This design comes from an exercise in tuning for small area on the open sky130 flow, not from production work.
The RTL was checked by simulation tests, not by an equivalence proof against the original design.
No activity file was given, so power comes from the tool's default toggle rates.

==> job 7484: inputs <==
==> flow/design.v <==
module reg_file_mp #(
  parameter int DATA_W   = 32,
  parameter int ADDR_W   = 5,
  parameter bit ZERO_REG = 1'b1,
  parameter bit BYPASS   = 1'b1
) (
  input  logic              clk,
  input  logic              rst_n,
  input  logic [ADDR_W-1:0] RA,
  input  logic [ADDR_W-1:0] RB,
  output logic [DATA_W-1:0] Bus_A,
  output logic [DATA_W-1:0] Bus_B,
  input  logic [ADDR_W-1:0] RW0,
  input  logic [ADDR_W-1:0] RW1,
  input  logic [DATA_W-1:0] Bus_W0,
  input  logic [DATA_W-1:0] Bus_W1,
  input  logic              reg_write0,
  input  logic              reg_write1,
  input  logic              clear_req,
  output logic              busy,
  output logic              ready
);
  localparam int DEPTH = 1 << ADDR_W;
  localparam logic [0:0] IDLE  = 1'b0;
  localparam logic [0:0] CLEAR = 1'b1;
  logic [0:0]        state_q, state_d;
  logic [ADDR_W-1:0] cnt_q, cnt_d;
  logic [DATA_W-1:0] mem_q [DEPTH];
  logic we0, we1;
  logic [DATA_W-1:0] rd_a, rd_b;
  assign busy  = (state_q == CLEAR);
  assign ready = ~busy;
  always_ff @(posedge clk or negedge rst_n) begin
    if (!rst_n) begin
      state_q <= CLEAR;
      cnt_q   <= '0;
    end else begin
      state_q <= state_d;
      cnt_q   <= cnt_d;
    end
  end
  always_comb begin
    state_d = state_q;
    cnt_d   = cnt_q;
    unique case (state_q)
      IDLE: begin
        if (clear_req) begin
          state_d = CLEAR;
          cnt_d   = '0;
        end
      end
      CLEAR: begin
        cnt_d = cnt_q + 1'b1;
        if (cnt_q == '1) state_d = IDLE;
      end
      default: state_d = IDLE;
    endcase
  end
  always_comb begin
    we0 = ready & reg_write0;
    we1 = ready & reg_write1;
    if (ZERO_REG && RW0 == '0) we0 = 1'b0;
    if (ZERO_REG && RW1 == '0) we1 = 1'b0;
    if (we1 && RW1 == RW0) we0 = 1'b0;
  end
  always_ff @(posedge clk) begin
    if (rst_n) begin
      if (busy) begin
        mem_q[cnt_q] <= '0;
      end else begin
        if (we0) mem_q[RW0] <= Bus_W0;
        if (we1) mem_q[RW1] <= Bus_W1;
      end
    end
  end
  always_comb begin
    rd_a = mem_q[RA];
    rd_b = mem_q[RB];
    if (BYPASS) begin
      if (we0 && RW0 == RA) rd_a = Bus_W0;
      if (we1 && RW1 == RA) rd_a = Bus_W1;
      if (we0 && RW0 == RB) rd_b = Bus_W0;
      if (we1 && RW1 == RB) rd_b = Bus_W1;
    end
    if (busy || (ZERO_REG && RA == '0)) rd_a = '0;
    if (busy || (ZERO_REG && RB == '0)) rd_b = '0;
  end
  assign Bus_A = rd_a;
  assign Bus_B = rd_b;
endmodule
==> flow/run.sh <==
#!/bin/bash
# synth_recipe.tcl (not shown) runs the flow's synth.tcl, then flattens the netlist and writes it again
# the make line also repeats each setting of config.mk as NAME=value (left out here)
make -C /OpenROAD-flow-scripts/flow DESIGN_CONFIG=/design/flow/config.mk WORK_HOME=/design/flow/orfs CLKGATE_MAP_FILE= SYNTH_SCRIPT=/design/flow/synth_recipe.tcl finish
==> flow/config.mk <==
export PLATFORM = sky130hd
export DESIGN_NAME = reg_file_mp
export DESIGN_NICKNAME = reg_file_mp
export VERILOG_FILES = /design/flow/design.v
export SDC_FILE = /design/flow/constraint.sdc
export NUM_CORES = 4
export LEC_CHECK = 0
export CAP_MARGIN = 20
export CORE_MARGIN = 2
export CORE_UTILIZATION = 30
export PLACE_DENSITY = 0.5
export SLEW_MARGIN = 20
==> flow/constraint.sdc <==
create_clock -name core_clock -period 10.0 [get_ports {clk}]
set_input_delay 2.0000 -clock core_clock [delete_from_list [all_inputs] [get_ports {clk}]]
set_output_delay 2.0000 -clock core_clock [all_outputs]
set_load 0.01 [all_outputs]
==> job 497: changes against job 7484 <==
==> flow/design.v, changed modules only <==
module reg_file_mp #(
  parameter int DATA_W   = 32,
  parameter int ADDR_W   = 5,
  parameter bit ZERO_REG = 1'b1,
  parameter bit BYPASS   = 1'b1
) (
  input  logic              clk,
  input  logic              rst_n,
  input  logic [ADDR_W-1:0] RA,
  input  logic [ADDR_W-1:0] RB,
  output logic [DATA_W-1:0] Bus_A,
  output logic [DATA_W-1:0] Bus_B,
  input  logic [ADDR_W-1:0] RW0,
  input  logic [ADDR_W-1:0] RW1,
  input  logic [DATA_W-1:0] Bus_W0,
  input  logic [DATA_W-1:0] Bus_W1,
  input  logic              reg_write0,
  input  logic              reg_write1,
  input  logic              clear_req,
  output logic              busy,
  output logic              ready
);
  localparam int DEPTH = 1 << ADDR_W;
  localparam int LO    = ZERO_REG ? 1 : 0;
  logic              busy_q;
  logic [ADDR_W-1:0] cnt_q;
  logic [DATA_W-1:0] mem_q [DEPTH];
  assign busy  = busy_q;
  assign ready = ~busy_q;
  always_ff @(posedge clk or negedge rst_n) begin
    if (!rst_n) begin
      busy_q <= 1'b1;
      cnt_q  <= '0;
    end else if (busy_q) begin
      cnt_q <= cnt_q + 1'b1;
      if (cnt_q == '1) busy_q <= 1'b0;
    end else if (clear_req) begin
      busy_q <= 1'b1;
      cnt_q  <= '0;
    end
  end
  logic we0, we1;
  always_comb begin
    we0 = ~busy_q & reg_write0;
    we1 = ~busy_q & reg_write1;
    if (ZERO_REG && RW0 == '0) we0 = 1'b0;
    if (ZERO_REG && RW1 == '0) we1 = 1'b0;
    if (we1 && RW1 == RW0) we0 = 1'b0;
  end
  logic [DEPTH-1:0] s0, s1, hold;
  logic [DATA_W-1:0] w0_n, w1_n;
  assign w0_n = ~Bus_W0;
  assign w1_n = ~Bus_W1;
  genvar i, b;
  generate
    for (i = 0; i < DEPTH; i++) begin : g_ent
      assign s1[i]   = we1 & (RW1 == i);
      assign s0[i]   = we0 & (RW0 == i);
      assign hold[i] = ~busy_q & ~s1[i] & ~s0[i];
    end
    for (i = LO; i < DEPTH; i++) begin : g_mem
      logic [DATA_W-1:0] nxt;
      rf_went #(.W(DATA_W)) u_w (.s1_n(~s1[i]), .w1_n(w1_n), .s0_n(~s0[i]), .w0_n(w0_n),
                                 .h(hold[i]), .q(mem_q[i]), .y(nxt));
      always_ff @(posedge clk) mem_q[i] <= nxt;
    end
  endgenerate
  localparam int NT = DEPTH + 2 - LO;
  localparam int NG = (NT + 2) / 3;
  logic ok_a, ok_b, a1, a0, b1, b0;
  logic [3*NG-1:0] sel_a, sel_b;
  logic [DATA_W-1:0] term [3*NG];
  assign ok_a = ~busy_q & ~(ZERO_REG && RA == '0);
  assign ok_b = ~busy_q & ~(ZERO_REG && RB == '0);
  assign a1 = BYPASS && we1 && (RW1 == RA);
  assign a0 = BYPASS && we0 && (RW0 == RA);
  assign b1 = BYPASS && we1 && (RW1 == RB);
  assign b0 = BYPASS && we0 && (RW0 == RB);
  assign sel_a[0] = ok_a & a1;
  assign sel_a[1] = ok_a & a0;
  assign sel_b[0] = ok_b & b1;
  assign sel_b[1] = ok_b & b0;
  assign term[0]  = Bus_W1;
  assign term[1]  = Bus_W0;
  generate
    for (i = 2; i < 3*NG; i++) begin : g_sel
      if (i - 1 < LO || i - 1 >= DEPTH) begin : g_z
        assign sel_a[i] = 1'b0;
        assign sel_b[i] = 1'b0;
        assign term[i]  = '0;
      end else begin : g_e
        assign sel_a[i] = ok_a & ~a1 & ~a0 & (RA == i - 1);
        assign sel_b[i] = ok_b & ~b1 & ~b0 & (RB == i - 1);
        assign term[i]  = mem_q[i - 1];
      end
    end
  endgenerate
  logic [NG-1:0] ga [DATA_W];
  logic [NG-1:0] gb [DATA_W];
  genvar g;
  generate
    for (b = 0; b < DATA_W; b++) begin : g_bit
      for (g = 0; g < NG; g++) begin : g_grp
        rf_aoi222 u_a (.a1(sel_a[3*g]), .a2(term[3*g][b]), .b1(sel_a[3*g+1]), .b2(term[3*g+1][b]),
                       .c1(sel_a[3*g+2]), .c2(term[3*g+2][b]), .y(ga[b][g]));
        rf_aoi222 u_b (.a1(sel_b[3*g]), .a2(term[3*g][b]), .b1(sel_b[3*g+1]), .b2(term[3*g+1][b]),
                       .c1(sel_b[3*g+2]), .c2(term[3*g+2][b]), .y(gb[b][g]));
      end
      rf_nand_or11 u_oa (.n(ga[b]), .y(Bus_A[b]));
      rf_nand_or11 u_ob (.n(gb[b]), .y(Bus_B[b]));
    end
  endgenerate
endmodule
module rf_aoi222 (
  input  logic a1, a2, b1, b2, c1, c2,
  output logic y
);
  assign y = ~((a1 & a2) | (b1 & b2) | (c1 & c2));
endmodule
module rf_nand4 (
  input  logic a, b, c, d,
  output logic y
);
  assign y = ~(a & b & c & d);
endmodule
module rf_nand3 (
  input  logic a, b, c,
  output logic y
);
  assign y = ~(a & b & c);
endmodule
module rf_or3 (
  input  logic a, b, c,
  output logic y
);
  assign y = a | b | c;
endmodule
module rf_nand_or11 (
  input  logic [10:0] n,
  output logic        y
);
  logic p0, p1, p2;
  rf_nand4 u0 (.a(n[0]), .b(n[1]), .c(n[2]),  .d(n[3]), .y(p0));
  rf_nand4 u1 (.a(n[4]), .b(n[5]), .c(n[6]),  .d(n[7]), .y(p1));
  rf_nand3 u2 (.a(n[8]), .b(n[9]), .c(n[10]), .y(p2));
  rf_or3   u3 (.a(p0), .b(p1), .c(p2), .y(y));
endmodule
module rf_went #(
  parameter int W = 32
) (
  input  logic         s1_n, s0_n, h,
  input  logic [W-1:0] w1_n, w0_n, q,
  output logic [W-1:0] y
);
  assign y = ~(({W{s1_n}} | w1_n) & ({W{s0_n}} | w0_n) & ~({W{h}} & q));
endmodule
==> flow/flow/run.sh (new file) <==
#!/bin/bash
# Standard ORFS layout (the standard.sh, unchanged synthesis) with two
# changes: port buffers use the smallest buffer, and the clock tree uses
# clkbuf_16 with larger sink clusters and no dummy loads.
# Each step's full output goes to its own log in this folder.
set -euo pipefail
export BUFFER_PORTS_ARGS="-buffer_cell sky130_fd_sc_hd__buf_1"
export CTS_ARGS="-sink_clustering_enable -repair_clock_nets -buf_list sky130_fd_sc_hd__clkbuf_16 -sink_clustering_size 20 -sink_clustering_max_diameter 80 -dont_use_dummy_load"
bash standard.sh synth > synth.log 2>&1
bash standard.sh finish > layout.log 2>&1
==> flow/standard.sh (new file) <==
#!/bin/bash
# synth_recipe.tcl (not shown) runs the flow's synth.tcl, then flattens the netlist and writes it again
# the make line also repeats each setting of config.mk as NAME=value (left out here)
make -C /OpenROAD-flow-scripts/flow DESIGN_CONFIG=/design/flow/config.mk WORK_HOME=/design/flow/orfs CLKGATE_MAP_FILE= SYNTH_SCRIPT=/design/flow/synth_recipe.tcl "${@:-finish}"
Settings changed: PLACE_DENSITY 0.5 to 0.45, SYNTH_HIERARCHICAL set to 1.
removed: flow/run.sh
==> summary.txt <==
Of job 497 and job 7484, job 7484 has the higher synthesized cell count (gap 16%, measured against job 7484).
In job 7484 the fmax is higher than in job 497, by about 5%.
Against job 7484, the clock-buffer cell count of job 497 is lower by 85.
Of job 497 and job 7484, job 497 has the higher routed wire length (gap 3.7%, measured against job 7484).
Synthesized area: job 497 is smaller than job 7484 (about 25%).
Between job 497 and job 7484, the lower global-route usage is in job 7484 (gap 8.8 points).
Between job 7484 and job 497, the lower clock power is in job 497 (gap about 60%, measured against job 497).
Setup slack: job 497 is worse than job 7484 (0.43 ns).
Against job 7484, the sequential power of job 497 is lower by 23%.
==> figures <==
Total wire length: job 497 276 mm; job 7484 266 mm
Non-Filler Instances: job 497 6,781; job 7484 8,055
Smallest setup slack after layout: job 497 1.18 ns; job 7484 1.61 ns
Net count of the mapped netlist: job 497 4,746; job 7484 5,637
Length of routed wiring on met1: job 497 105 mm; job 7484 107 mm
Reported leakage power: job 497 0.0164 uW; job 7484 0.0221 uW
Initial Util: job 497 30.3%; job 7484 30.2%
Peak fanout along the critical path: job 497 45; job 7484 15
Die area: job 497 0.154 mm2; job 7484 0.205 mm2
Average footprint of a synthesized cell: job 497 9.75 um2; job 7484 10.9 um2
Dominant kind of cell by area: job 497 multi-input gates; job 7484 registers
Cell taking the most area after synthesis: job 497 sky130_fd_sc_hd__dfxtp_1; job 7484 sky130_fd_sc_hd__edfxtp_1
Clock network area share: job 497 3.26%; job 7484 5.56%
Transition time at the pin with the least slew margin: job 497 1.28 ns; job 7484 1.24 ns
Fraction of met1 tracks used by global routing: job 497 44.3%; job 7484 34.7%
Outcome: job 497 finished clean; job 7484 finished clean
Yosys warning total: job 497 13; job 7484 1
Net Sw Power: job 497 2230 uW; job 7484 3360 uW
HPWL after DPL: job 497 156 mm; job 7484 144 mm
Met2 track utilization from global routing: job 497 50.6%; job 7484 40.1%

==> what the ideal ports hide <==
The results above use ideal ports. As a check the final layouts listed here were re-extracted and re-timed, cells and wires unchanged.
Step 1 (the two cells are an assumption about what drives the block):
set clk [get_ports {clk}]
set_driving_cell -lib_cell sky130_fd_sc_hd__clkbuf_16 $clk
set_driving_cell -lib_cell sky130_fd_sc_hd__buf_2 [delete_from_list [all_inputs] $clk]
Step 2, shift: input delay + t, output delay - t, t = (earliest + latest rising clock arrival at the registers) / 2. This alone moves slack from input paths to output paths.
Slacks: ideal ports / drivers / drivers and shift; pairs: ideal ports / drivers.
run | t (ns) | slack for setup (ns) | hold WS [ns] | worst setup path at the end | latest minus earliest clock arrival (ns)
job 7484 | 0.845 | 1.613 / 1.574 / 1.574 | 0.609 / 0.609 / 0.609 | input to output | 0.033 / 0.033
job 497 | 0.750 | 1.184 / 1.084 / 1.084 | 0.493 / 0.493 / 0.493 | input to output | 0.079 / 0.079
After both steps every run listed still meets setup and hold. The setup slack of job 497, which loses most, moves by -0.100 ns with the drivers and by -0.100 ns with both steps.
